What follows belongs to an exercise in optimizing a design on an open flow for small area; a production flow would make more cautious choices.
Where RTL was checked, it was by simulation tests only, not by an equivalence proof against the original.
The clock port is modelled as an ideal driver; clocking choices that lean on that would not hold on a real chip.
No activity file was given, so power comes from the tool's default toggle rates.

==> flow/design.v <==
package screen_pkg;
	typedef logic [8-1:0] coord_x_t;
	typedef logic [7-1:0] coord_y_t;
	typedef logic [3-1:0] colour_t;
	typedef struct packed {
		coord_x_t x;
		coord_y_t y;
		colour_t colour;
	} pixel_t;
endpackage
package game_pkg;
	typedef logic [$clog2(5)-1:0] lane_t;
	typedef logic [$clog2(10)-1:0] slot_index_t;
	typedef enum logic [1:0] {
		heading_down,
		heading_left,
		heading_up,
		heading_right
	} heading_t;
	typedef struct packed {
		logic occupied;
		heading_t heading;
		logic [8-1:0] x;
		logic [7-1:0] y;
	} block_t;
	typedef enum logic [2:0] {
		state_idle,  
		state_armed,  
		state_capture,
		state_load,
		state_draw,
		state_hold,
		state_erase,
		state_step
	} game_state_t;
endpackage
module block_game_top (
	input logic clock,
	input logic reset,
	input logic go,
	input logic [1:0] heading,
	output logic plot,
	output logic [17:0] pixel  
);
	localparam logic [2:0] Q0 = 3'b001;
	localparam logic [2:0] Q4 = 3'b100;
	function automatic logic [2:0] q_inc(logic [2:0] q);
		q_inc = {q[1], q[0], ~(q[2] & q[1])};
	endfunction
	function automatic logic [2:0] q_rev(logic [2:0] q);
		q_rev = {q[0], q[1], q[2]};
	endfunction
	function automatic logic [2:0] q_index(logic [2:0] q);
		case (q)
			3'b001: q_index = 3'd0;
			3'b011: q_index = 3'd1;
			3'b111: q_index = 3'd2;
			3'b110: q_index = 3'd3;
			default: q_index = 3'd4;
		endcase
	endfunction
	function automatic logic [2:0] q_code(logic [2:0] i);
		case (i)
			3'd0: q_code = 3'b001;
			3'd1: q_code = 3'b011;
			3'd2: q_code = 3'b111;
			3'd3: q_code = 3'b110;
			default: q_code = 3'b100;
		endcase
	endfunction
	function automatic logic [2:0] mod5(logic [3:0] v);
		mod5 = 3'(v % 4'd5);
	endfunction
	function automatic logic [2:0] block_lane(logic first, logic [2:0] x, logic [2:0] t);
		logic [2:0] v;
		if (first)
			case (t)
				3'd0: block_lane = mod5({1'b0, x} + 4'd4);
				3'd1: block_lane = (x == 3'd1) ? 3'd4 : mod5({1'b0, x} + 4'd2);
				3'd4: block_lane = mod5({1'b0, x} + 4'd3);
				default: block_lane = x;
			endcase
		else
		begin
			v = mod5({1'b0, x} + {1'b0, t} + 4'd4);
			block_lane = (v == 3'd0) ? 3'd0 : mod5({1'b0, v} + 4'd1);
		end
	endfunction
	function automatic logic [7:0] lane_x(logic [2:0] q);
		case (q)
			3'b001: lane_x = 8'd27;
			3'b011: lane_x = 8'd48;
			3'b111: lane_x = 8'd69;
			3'b110: lane_x = 8'd90;
			default: lane_x = 8'd111;
		endcase
	endfunction
	function automatic logic [6:0] lane_y(logic [2:0] q);
		case (q)
			3'b001: lane_y = 7'd7;
			3'b011: lane_y = 7'd28;
			3'b111: lane_y = 7'd49;
			3'b110: lane_y = 7'd70;
			default: lane_y = 7'd91;
		endcase
	endfunction
	logic busy;  
	logic ph;  
	logic [4:0] col;
	logic [4:0] row;  
	logic sh;
	logic [2:0] sl;  
	logic nh;
	logic [2:0] nl;  
	logic sat;  
	logic steady;  
	logic [4:0][1:0] headings;  
	logic [2:0] count;  
	logic pre;
	logic [2:0] si;
	logic [2:0] ni;
	logic gt;
	logic live;
	logic [2:0] p;
	logic [1:0] e;
	logic [2:0] lane;
	logic [2:0] mv;
	logic [2:0] xl;
	logic [2:0] yl;
	assign pre = nh && nl == Q4 && !sat;
	assign si = q_index(sl);
	assign ni = q_index(nl);
	assign gt = si > ni;
	assign live = sat ? !(nh ^ sh ^ gt) : (!sh && !gt);
	assign p = q_code(mod5({1'b0, ni} + 4'd5 - {1'b0, si}));  
	assign e = headings[q_index(p)];
	assign lane = q_code(block_lane(!steady && !sh, q_index(count), si));
	assign mv = e[0] ? q_rev(p) : p;
	assign xl = e[1] ? mv : lane;
	assign yl = e[1] ? lane : mv;
	logic row_end;
	logic slot_done;
	logic gap_end;
	logic capture;
	assign row_end = col[4] && col[1] && col[0];
	assign slot_done = !live || (row_end && row[4] && row[1] && row[0]);
	assign gap_end = ph ? col[2] : (row[1] && row[0] && col[2] && col[0]);
	assign capture = !busy && ph && col[1] && !col[0];
	always_ff @(posedge clock)
	begin
		if (!reset)
			busy <= 1'b0;
		else if (busy ? (slot_done && sh && sl == Q4) : gap_end)
			busy <= !busy;
	end
	always_ff @(posedge clock)
	begin
		if (!reset)
			ph <= 1'b0;
		else if (pre && !ph)
			ph <= go;
		else if (!busy && gap_end)
			ph <= !ph;
	end
	always_ff @(posedge clock)
	begin
		if (!reset || (pre && (!ph || (go && !col[1]))))
		begin
			col <= 5'd1;
			row <= 5'd0;
		end
		else if (busy ? slot_done : gap_end)
		begin
			col <= '0;
			row <= '0;
			sh <= busy && (sh || sl == Q4);
			sl <= busy ? q_inc(sl) : Q0;
		end
		else if (row_end)
		begin
			col <= '0;
			row <= row + 1'b1;
		end
		else
			col <= col + 1'b1;
	end
	always_ff @(posedge clock)
	begin
		if (!reset)
		begin
			count <= Q0;
			nh <= 1'b1;
			nl <= Q4;
			sat <= 1'b0;
			steady <= 1'b0;
		end
		else
		begin
			if (pre)
				count <= q_inc(count);
			if (capture)
			begin
				nh <= nh ^ (nl == Q4);
				nl <= q_inc(nl);
				if (!nh && nl == 3'b110)
					sat <= 1'b1;
				if (sat && nh && nl == Q4)
					steady <= 1'b1;
			end
		end
	end
	always_ff @(posedge clock)
	begin
		if (capture)
			headings <= {headings[3:0], heading[0], heading[0] ^ heading[1]};
	end
	assign plot = busy && live;
	assign pixel[17:10] = lane_x(xl) + {3'd0, col};
	assign pixel[9:3] = lane_y(yl) + {2'd0, row};
	assign pixel[2:0] = ph ? 3'd0 : 3'd4;
endmodule
==> flow/config.mk <==
export PLATFORM = sky130hd
export DESIGN_NAME = block_game_top
export DESIGN_NICKNAME = block_game_top
export VERILOG_FILES = /design/flow/design.v
export SDC_FILE = /design/flow/constraint.sdc
export NUM_CORES = 4
export LEC_CHECK = 0
export ABC_AREA = 1
export CAP_MARGIN = 20
export CORE_MARGIN = 2
export CORE_UTILIZATION = 70
export CTS_BUF_LIST = sky130_fd_sc_hd__clkbuf_8
export SLEW_MARGIN = 20
==> flow/constraint.sdc <==
create_clock -name core_clock -period 10.0 [get_ports {clock}]
set_input_delay 2.0000 -clock core_clock [delete_from_list [all_inputs] [get_ports {clock}]]
set_output_delay 2.0000 -clock core_clock [all_outputs]
set_load 0.01 [all_outputs]
standard.sh (not shown) runs the stock make flow with config.mk's settings and CLKGATE_MAP_FILE= SYNTH_SCRIPT=/design/flow/synth_recipe.tcl, a recipe that flattens the netlist after the stock synthesis.
==> flow/flow/run.sh <==
#!/bin/bash
set -euo pipefail
W=$(pwd)
sed -e "s#^source \$::env(SCRIPTS_DIR)/synth.tcl#source $W/area_synth.tcl#" synth_recipe.tcl > area_synth_recipe.tcl
grep -q "area_synth.tcl" area_synth_recipe.tcl
sed -e "s#^source \$::env(SCRIPTS_DIR)/synth_preamble.tcl#&\nset abc_args [list -script $W/flow/area.abc {*}\$lib_args {*}\$lib_dont_use_args]#" "$FLOW_HOME/scripts/synth.tcl" > area_synth.tcl
grep -q "area.abc" area_synth.tcl
bash standard.sh SYNTH_SCRIPT=$W/area_synth_recipe.tcl ADDER_MAP_FILE= "BUFFER_PORTS_ARGS=-buffer_cell sky130_fd_sc_hd__buf_1" \
  "CTS_ARGS=-sink_clustering_enable -repair_clock_nets -buf_list sky130_fd_sc_hd__clkbuf_8 -dont_use_dummy_load" finish > flow.log 2>&1
==> flow/flow/area.abc <==
strash; dch -f; amap; topo
The baseline finished with timing, DRC and antenna clean.
Next try:
--- a/flow/design.v
+++ b/flow/design.v
@@ -68,26 +68,23 @@
 			default: q_code = 3'b100;
 		endcase
 	endfunction
 	function automatic logic [2:0] mod5(logic [3:0] v);
 		mod5 = 3'(v % 4'd5);
 	endfunction
-	function automatic logic [2:0] block_lane(logic first, logic [2:0] x, logic [2:0] t);
-		logic [2:0] v;
+	function automatic logic [2:0] block_lane(logic first, logic [2:0] w, logic [2:0] t);
 		if (first)
 			case (t)
-				3'd0: block_lane = mod5({1'b0, x} + 4'd4);
-				3'd1: block_lane = (x == 3'd1) ? 3'd4 : mod5({1'b0, x} + 4'd2);
-				3'd4: block_lane = mod5({1'b0, x} + 4'd3);
-				default: block_lane = x;
+				3'd0: block_lane = mod5({1'b0, w} + 4'd4);
+				3'd1: block_lane = (w == 3'd2) ? 3'd4 : mod5({1'b0, w} + 4'd1);
+				3'd2: block_lane = mod5({1'b0, w} + 4'd3);
+				3'd3: block_lane = mod5({1'b0, w} + 4'd2);
+				default: block_lane = mod5({1'b0, w} + 4'd4);
 			endcase
 		else
-		begin
-			v = mod5({1'b0, x} + {1'b0, t} + 4'd4);
-			block_lane = (v == 3'd0) ? 3'd0 : mod5({1'b0, v} + 4'd1);
-		end
+			block_lane = (w == 3'd1) ? 3'd0 : w;
 	endfunction
 	function automatic logic [7:0] lane_x(logic [2:0] q);
 		case (q)
 			3'b001: lane_x = 8'd27;
 			3'b011: lane_x = 8'd48;
 			3'b111: lane_x = 8'd69;
@@ -193,13 +190,13 @@
 			nl <= Q4;
 			sat <= 1'b0;
 			steady <= 1'b0;
 		end
 		else
 		begin
-			if (pre)
+			if (pre || (busy && slot_done))
 				count <= q_inc(count);
 			if (capture)
 			begin
 				nh <= nh ^ (nl == Q4);
 				nl <= q_inc(nl);
 				if (!nh && nl == 3'b110)
Effect:
- The new run completed with no timing, DRC or antenna violations
- wire length falls by 10%
- non-clock buffer count is unchanged
- critical path depth is unchanged
- clock-buffer cell count does not change
- setup slack gets better by 490 ps
- area after synthesis shrinks by 3.4%
- hold slack gets better by 27 ps
- clock skew is lower by 14 ps
- register-to-register slack got worse by 20 ps
- synthesized cell count falls by 3.8%
No functional check of the RTL was part of the first run of this note.

========
Setup of run a:
block_game_top, a different RTL version from the one above (not shown whole).
For scale: ~35 flip-flops, roughly 24 I/O pins, about 0.0020 sq mm of cells after synthesis.
==> module block_game_top, before the edit <==
module block_game_top (
	input logic clock,
	input logic reset,
	input logic go,
	input logic [1:0] heading,
	output logic plot,
	output logic [17:0] pixel  
);
	localparam logic [2:0] Q0 = 3'b001;
	localparam logic [2:0] Q4 = 3'b100;
	function automatic logic [2:0] q_inc(logic [2:0] q);
		q_inc = {q[1], q[0], ~(q[2] & q[1])};
	endfunction
	function automatic logic [2:0] q_rev(logic [2:0] q);
		q_rev = {q[0], q[1], q[2]};
	endfunction
	function automatic logic [2:0] q_index(logic [2:0] q);
		case (q)
			3'b001: q_index = 3'd0;
			3'b011: q_index = 3'd1;
			3'b111: q_index = 3'd2;
			3'b110: q_index = 3'd3;
			default: q_index = 3'd4;
		endcase
	endfunction
	function automatic logic [2:0] q_code(logic [2:0] i);
		case (i)
			3'd0: q_code = 3'b001;
			3'd1: q_code = 3'b011;
			3'd2: q_code = 3'b111;
			3'd3: q_code = 3'b110;
			default: q_code = 3'b100;
		endcase
	endfunction
	function automatic logic [2:0] mod5(logic [3:0] v);
		mod5 = 3'(v % 4'd5);
	endfunction
	function automatic logic [2:0] q_dec(logic [2:0] q);
		q_dec = {~(q[1] & q[0]), q[2], q[1]};
	endfunction
	function automatic logic [2:0] block_lane(logic first, logic [2:0] w, logic [2:0] t);
		if (first)
		begin
			if (t == 3'b110 || t == 3'b100)
				block_lane = q_inc(w);
			else if (t == 3'b011 && w == Q4)
				block_lane = Q4;
			else
				block_lane = q_dec(w);
		end
		else
			block_lane = (w == 3'b011) ? Q0 : w;
	endfunction
	function automatic logic [7:0] lane_x(logic [2:0] q);
		case (q)
			3'b001: lane_x = 8'd27;
			3'b011: lane_x = 8'd48;
			3'b111: lane_x = 8'd69;
			3'b110: lane_x = 8'd90;
			default: lane_x = 8'd111;
		endcase
	endfunction
	function automatic logic [6:0] lane_y(logic [2:0] q);
		case (q)
			3'b001: lane_y = 7'd7;
			3'b011: lane_y = 7'd28;
			3'b111: lane_y = 7'd49;
			3'b110: lane_y = 7'd70;
			default: lane_y = 7'd91;
		endcase
	endfunction
	logic busy;  
	logic ph;  
	logic [4:0] col;
	logic [4:0] row;  
	logic sh;
	logic [2:0] sl;  
	logic nh;
	logic [2:0] nl;  
	logic sat;  
	logic steady;  
	logic [4:0][1:0] headings;  
	logic [2:0] count;  
	logic pre;
	logic [2:0] si;
	logic [2:0] ni;
	logic gt;
	logic live;
	logic [2:0] p;
	logic [1:0] e;
	logic [2:0] lane;
	logic [2:0] mv;
	logic [2:0] xl;
	logic [2:0] yl;
	assign pre = nh && nl == Q4 && !sat;
	assign si = q_index(sl);
	assign ni = q_index(nl);
	assign gt = si > ni;
	assign live = sat ? !(nh ^ sh ^ gt) : (!sh && !gt);
	assign p = q_code(mod5({1'b0, ni} + 4'd5 - {1'b0, si}));  
	assign e = headings[q_index(p)];
	assign lane = block_lane(!steady && !sh, count, sl);
	assign mv = e[0] ? q_rev(p) : p;
	assign xl = e[1] ? mv : lane;
	assign yl = e[1] ? lane : mv;
	logic row_end;
	logic slot_done;
	logic gap_end;
	logic capture;
	assign row_end = col[4] && col[1] && col[0];
	assign slot_done = !live || (row_end && row[4] && row[1] && row[0]);
	assign gap_end = ph ? col[2] : (row[1] && row[0] && col[2] && col[0]);
	assign capture = !busy && ph && col[1] && !col[0];
	always_ff @(posedge clock)
	begin
		if (!reset)
			busy <= 1'b0;
		else if (busy ? (slot_done && sh && sl == Q4) : gap_end)
			busy <= !busy;
	end
	always_ff @(posedge clock)
	begin
		if (!reset)
			ph <= 1'b0;
		else if (pre && !ph)
			ph <= go;
		else if (!busy && gap_end)
			ph <= !ph;
	end
	always_ff @(posedge clock)
	begin
		if (!reset || (pre && (!ph || (go && !col[1]))))
		begin
			col <= 5'd1;
			row <= 5'd0;
		end
		else if (busy ? slot_done : gap_end)
		begin
			col <= '0;
			row <= '0;
			sh <= busy && (sh || sl == Q4);
			sl <= busy ? q_inc(sl) : Q0;
		end
		else if (row_end)
		begin
			col <= '0;
			row <= row + 1'b1;
		end
		else
			col <= col + 1'b1;
	end
	always_ff @(posedge clock)
	begin
		if (!reset)
		begin
			count <= Q0;
			nh <= 1'b1;
			nl <= Q4;
			sat <= 1'b0;
			steady <= 1'b0;
		end
		else
		begin
			if (pre)
				count <= q_inc(count);
			else if (busy && slot_done)
				count <= (!steady && !sh) ? q_dec(q_dec(count)) : q_inc(count);
			if (capture)
			begin
				nh <= nh ^ (nl == Q4);
				nl <= q_inc(nl);
				if (!nh && nl == 3'b110)
					sat <= 1'b1;
				if (sat && nh && nl == Q4)
					steady <= 1'b1;
			end
		end
	end
	always_ff @(posedge clock)
	begin
		if (capture)
			headings <= {headings[3:0], heading[0], heading[0] ^ heading[1]};
	end
	assign plot = busy && live;
	assign pixel[17:10] = lane_x(xl) + {3'd0, col};
	assign pixel[9:3] = lane_y(yl) + {2'd0, row};
	assign pixel[2:0] = ph ? 3'd0 : 3'd4;
endmodule
clock: 10.0 ns
lec_check: 0
abc_area: 1
cap_margin: 20
core_area: 2 2 58 58
die_area: 0 0 60 60
slew_margin: 20
==> flow/flow/run.sh <==
#!/bin/bash
# Layout flow: the standard flow (standard.sh) with these changes:
#  - synthesis is the standard flow's script with ORFS's synth.tcl changed in one place: combinational logic
#    is mapped with the area-oriented ABC script flow/area.abc (30 s of deepsyn, then area
#    mapping), and ORFS's full/half-adder
#    extraction is skipped (ADDER_MAP_FILE empty), so ABC sees all of the logic. Registers are
#    mapped before ABC exactly as in the standard synthesis.
#  - ports are buffered with buf_1.
#  - the clock tree is built by flow/clock_tree.tcl, run as ORFS's PRE_CTS_TCL hook: the clock
#    port drives one clkbuf_1, which drives four clkbuf_4, each driving a quarter of the
#    registers. TritonCTS is then given only the clock port's net (-clk_nets clock), which now
#    has a single sink, so it adds nothing; the rest of ORFS's CTS step (legalisation, timing
#    repair) runs as usual.
# Each tool's output is in the ORFS logs under orfs/logs; make's own output is in flow.log.
set -euo pipefail
W=$(pwd)
export CLOCK_ROOT_BUF=sky130_fd_sc_hd__clkbuf_1 CLOCK_BUF=sky130_fd_sc_hd__clkbuf_4 CLOCK_GROUPS=4
sed -e "s#^source \$::env(SCRIPTS_DIR)/synth.tcl#source $W/area_synth.tcl#" synth_recipe.tcl > area_synth_recipe.tcl
grep -q "area_synth.tcl" area_synth_recipe.tcl
sed -e "s#^source \$::env(SCRIPTS_DIR)/synth_preamble.tcl#&\nset abc_args [list -script $W/flow/area.abc {*}\$lib_args {*}\$lib_dont_use_args]#" "$FLOW_HOME/scripts/synth.tcl" > area_synth.tcl
grep -q "area.abc" area_synth.tcl
bash standard.sh SYNTH_SCRIPT=$W/area_synth_recipe.tcl ADDER_MAP_FILE= "BUFFER_PORTS_ARGS=-buffer_cell sky130_fd_sc_hd__buf_1" \
  PRE_CTS_TCL=$W/flow/clock_tree.tcl "CTS_ARGS=-clk_nets clock" finish > flow.log 2>&1
Other scripts of this flow, unchanged in this note and not shown: flow/flow/area.abc, flow/flow/clock_tree.tcl
Edits applied to the flow inputs when going from run a to run b:
==> flow/design.v, changed modules only <==
module block_game_top (
	input logic clock,
	input logic reset,
	input logic go,
	input logic [1:0] heading,
	output logic plot,
	output logic [17:0] pixel  
);
	localparam logic [2:0] Q0 = 3'b001;
	localparam logic [2:0] Q1 = 3'b011;
	localparam logic [2:0] Q3 = 3'b110;
	localparam logic [2:0] Q4 = 3'b100;
	localparam logic [2:0] QIDLE = 3'b000;  
	function automatic logic [2:0] q_inc(logic [2:0] q);
		q_inc = {q[1], q[0], ~(q[2] & q[1])};
	endfunction
	function automatic logic [2:0] q_rev(logic [2:0] q);
		q_rev = {q[0], q[1], q[2]};
	endfunction
	function automatic logic [2:0] q_index(logic [2:0] q);
		case (q)
			3'b001: q_index = 3'd0;
			3'b011: q_index = 3'd1;
			3'b111: q_index = 3'd2;
			3'b110: q_index = 3'd3;
			default: q_index = 3'd4;
		endcase
	endfunction
	function automatic logic [2:0] q_code(logic [2:0] i);
		case (i)
			3'd0: q_code = 3'b001;
			3'd1: q_code = 3'b011;
			3'd2: q_code = 3'b111;
			3'd3: q_code = 3'b110;
			default: q_code = 3'b100;
		endcase
	endfunction
	function automatic logic [2:0] mod5(logic [3:0] v);
		mod5 = 3'(v % 4'd5);
	endfunction
	function automatic logic [2:0] q_dec(logic [2:0] q);
		q_dec = {~(q[1] & q[0]), q[2], q[1]};
	endfunction
	function automatic logic [2:0] block_lane(logic first, logic [2:0] w, logic [2:0] t);
		if (first)
		begin
			if (t == Q3 || t == Q4)
				block_lane = q_inc(w);
			else if (t == Q1 && w == Q4)
				block_lane = Q4;
			else
				block_lane = q_dec(w);
		end
		else
			block_lane = (w == Q1) ? Q0 : w;
	endfunction
	function automatic logic [7:0] lane_x(logic [2:0] q);
		case (q)
			3'b001: lane_x = 8'd27;
			3'b011: lane_x = 8'd48;
			3'b111: lane_x = 8'd69;
			3'b110: lane_x = 8'd90;
			default: lane_x = 8'd111;
		endcase
	endfunction
	function automatic logic [6:0] lane_y(logic [2:0] q);
		case (q)
			3'b001: lane_y = 7'd7;
			3'b011: lane_y = 7'd28;
			3'b111: lane_y = 7'd49;
			3'b110: lane_y = 7'd70;
			default: lane_y = 7'd91;
		endcase
	endfunction
	logic ph;  
	logic [4:0] col;
	logic [4:0] row;  
	logic sh;
	logic [2:0] sl;  
	logic busy;  
	logic nh;
	logic [2:0] nl;  
	logic sat;  
	logic steady;  
	logic [4:0][1:0] headings;  
	logic [2:0] count;  
	logic pre;
	logic [2:0] si;
	logic [2:0] ni;
	logic gt;
	logic live;
	logic [2:0] p;
	logic [1:0] e;
	logic [2:0] lane;
	logic [2:0] mv;
	logic [2:0] xl;
	logic [2:0] yl;
	assign pre = nh && nl == Q4 && !sat;
	assign si = q_index(sl);
	assign ni = q_index(nl);
	assign gt = si > ni;
	assign live = sat ? !(nh ^ sh ^ gt) : (!sh && !gt);
	assign p = q_code(mod5({1'b0, ni} + 4'd5 - {1'b0, si}));  
	assign e = headings[q_index(p)];
	assign lane = block_lane(!steady && !sh, count, sl);
	assign mv = e[0] ? q_rev(p) : p;
	assign xl = e[1] ? mv : lane;
	assign yl = e[1] ? lane : mv;
	logic row_end;
	logic slot_done;
	logic gap_end;
	logic capture;
	assign row_end = col[4] && col[1] && col[0];
	assign slot_done = !live || (row_end && row[4] && row[1] && row[0]);
	assign gap_end = ph ? col[2] : (row[1] && row[0] && col[2] && col[0]);
	assign capture = !busy && ph && col[1] && !col[0];
	assign busy = (sl != QIDLE);
	always_ff @(posedge clock)
	begin
		if (!reset)
			ph <= 1'b0;
		else if (pre && !ph)
			ph <= go;
		else if (!busy && gap_end)
			ph <= !ph;
	end
	always_ff @(posedge clock)
	begin
		if (!reset || (pre && (!ph || (go && !col[1]))))
		begin
			col <= 5'd1;
			row <= 5'd0;
			sl <= QIDLE;
		end
		else if (busy ? slot_done : gap_end)
		begin
			col <= '0;
			row <= '0;
			if (!busy)
			begin
				sh <= 1'b0;
				sl <= Q0;
			end
			else if (sl == Q4)
			begin
				sh <= 1'b1;
				sl <= sh ? QIDLE : Q0;
			end
			else
				sl <= q_inc(sl);
		end
		else if (row_end)
		begin
			col <= '0;
			row <= row + 1'b1;
		end
		else
			col <= col + 1'b1;
	end
	always_ff @(posedge clock)
	begin
		if (!reset)
		begin
			count <= Q0;
			nh <= 1'b1;
			nl <= Q4;
			sat <= 1'b0;
			steady <= 1'b0;
		end
		else
		begin
			if (pre)
				count <= q_inc(count);
			else if (busy && slot_done)
				count <= (!steady && !sh) ? q_dec(q_dec(count)) : q_inc(count);
			if (capture)
			begin
				nh <= nh ^ (nl == Q4);
				nl <= q_inc(nl);
				if (!nh && nl == Q3)
					sat <= 1'b1;
				if (sat && nh && nl == Q4)
					steady <= 1'b1;
			end
		end
	end
	always_ff @(posedge clock)
	begin
		if (capture)
			headings <= {headings[3:0], heading[0], heading[0] ^ heading[1]};
	end
	assign plot = busy && live;
	assign pixel[17:10] = lane_x(xl) + {3'd0, col};
	assign pixel[9:3] = lane_y(yl) + {2'd0, row};
	assign pixel[2:0] = ph ? 3'd0 : 3'd4;
endmodule
Notes after the runs:
Compared with run a, leakage power figure in run b decreased by a few percent.
Changes observed in run b relative to run a: sequential power shrank by about 4%, peak fanout along the critical path shrank by 1.
Maximum ir drop on the vdd rail (lower): run a
Final design utilization, run a and run b, lower one = run b.

==> afterwards: timing with drivers on the ports <==
The flow's constraints put no driver on any port. The routed layouts listed below were extracted and timed again, unchanged, in two steps. Step 1 (the two cells are an assumption about what drives the block):
set clk [get_ports {clock}]
set_driving_cell -lib_cell sky130_fd_sc_hd__clkbuf_16 $clk
set_driving_cell -lib_cell sky130_fd_sc_hd__buf_2 [delete_from_list [all_inputs] $clk]
Step 2 also shifts input and output timing later by t, the mid clock arrival at the registers, as if the neighbouring blocks saw the same clock. a / b / c = no drivers / after step 1 / after step 2; a / b = the first two.
run | t, ns | setup WS [ns] | worst register clock-pin slew, ns | pins driven straight from the clock port
the first run of note 1 | 0.304 | 0.922 / 0.898 / 1.202 | 0.08 / 0.08 | 1
the second run of note 1 | 0.303 | 1.411 / 1.386 / 1.690 | 0.07 / 0.07 | 1
run a | 0.457 | 1.129 / 1.104 / 1.561 | 0.10 / 0.10 | 1
run b | 0.451 | 1.436 / 1.412 / 1.863 | 0.11 / 0.11 | 1
After both steps every run listed still meets setup and hold.
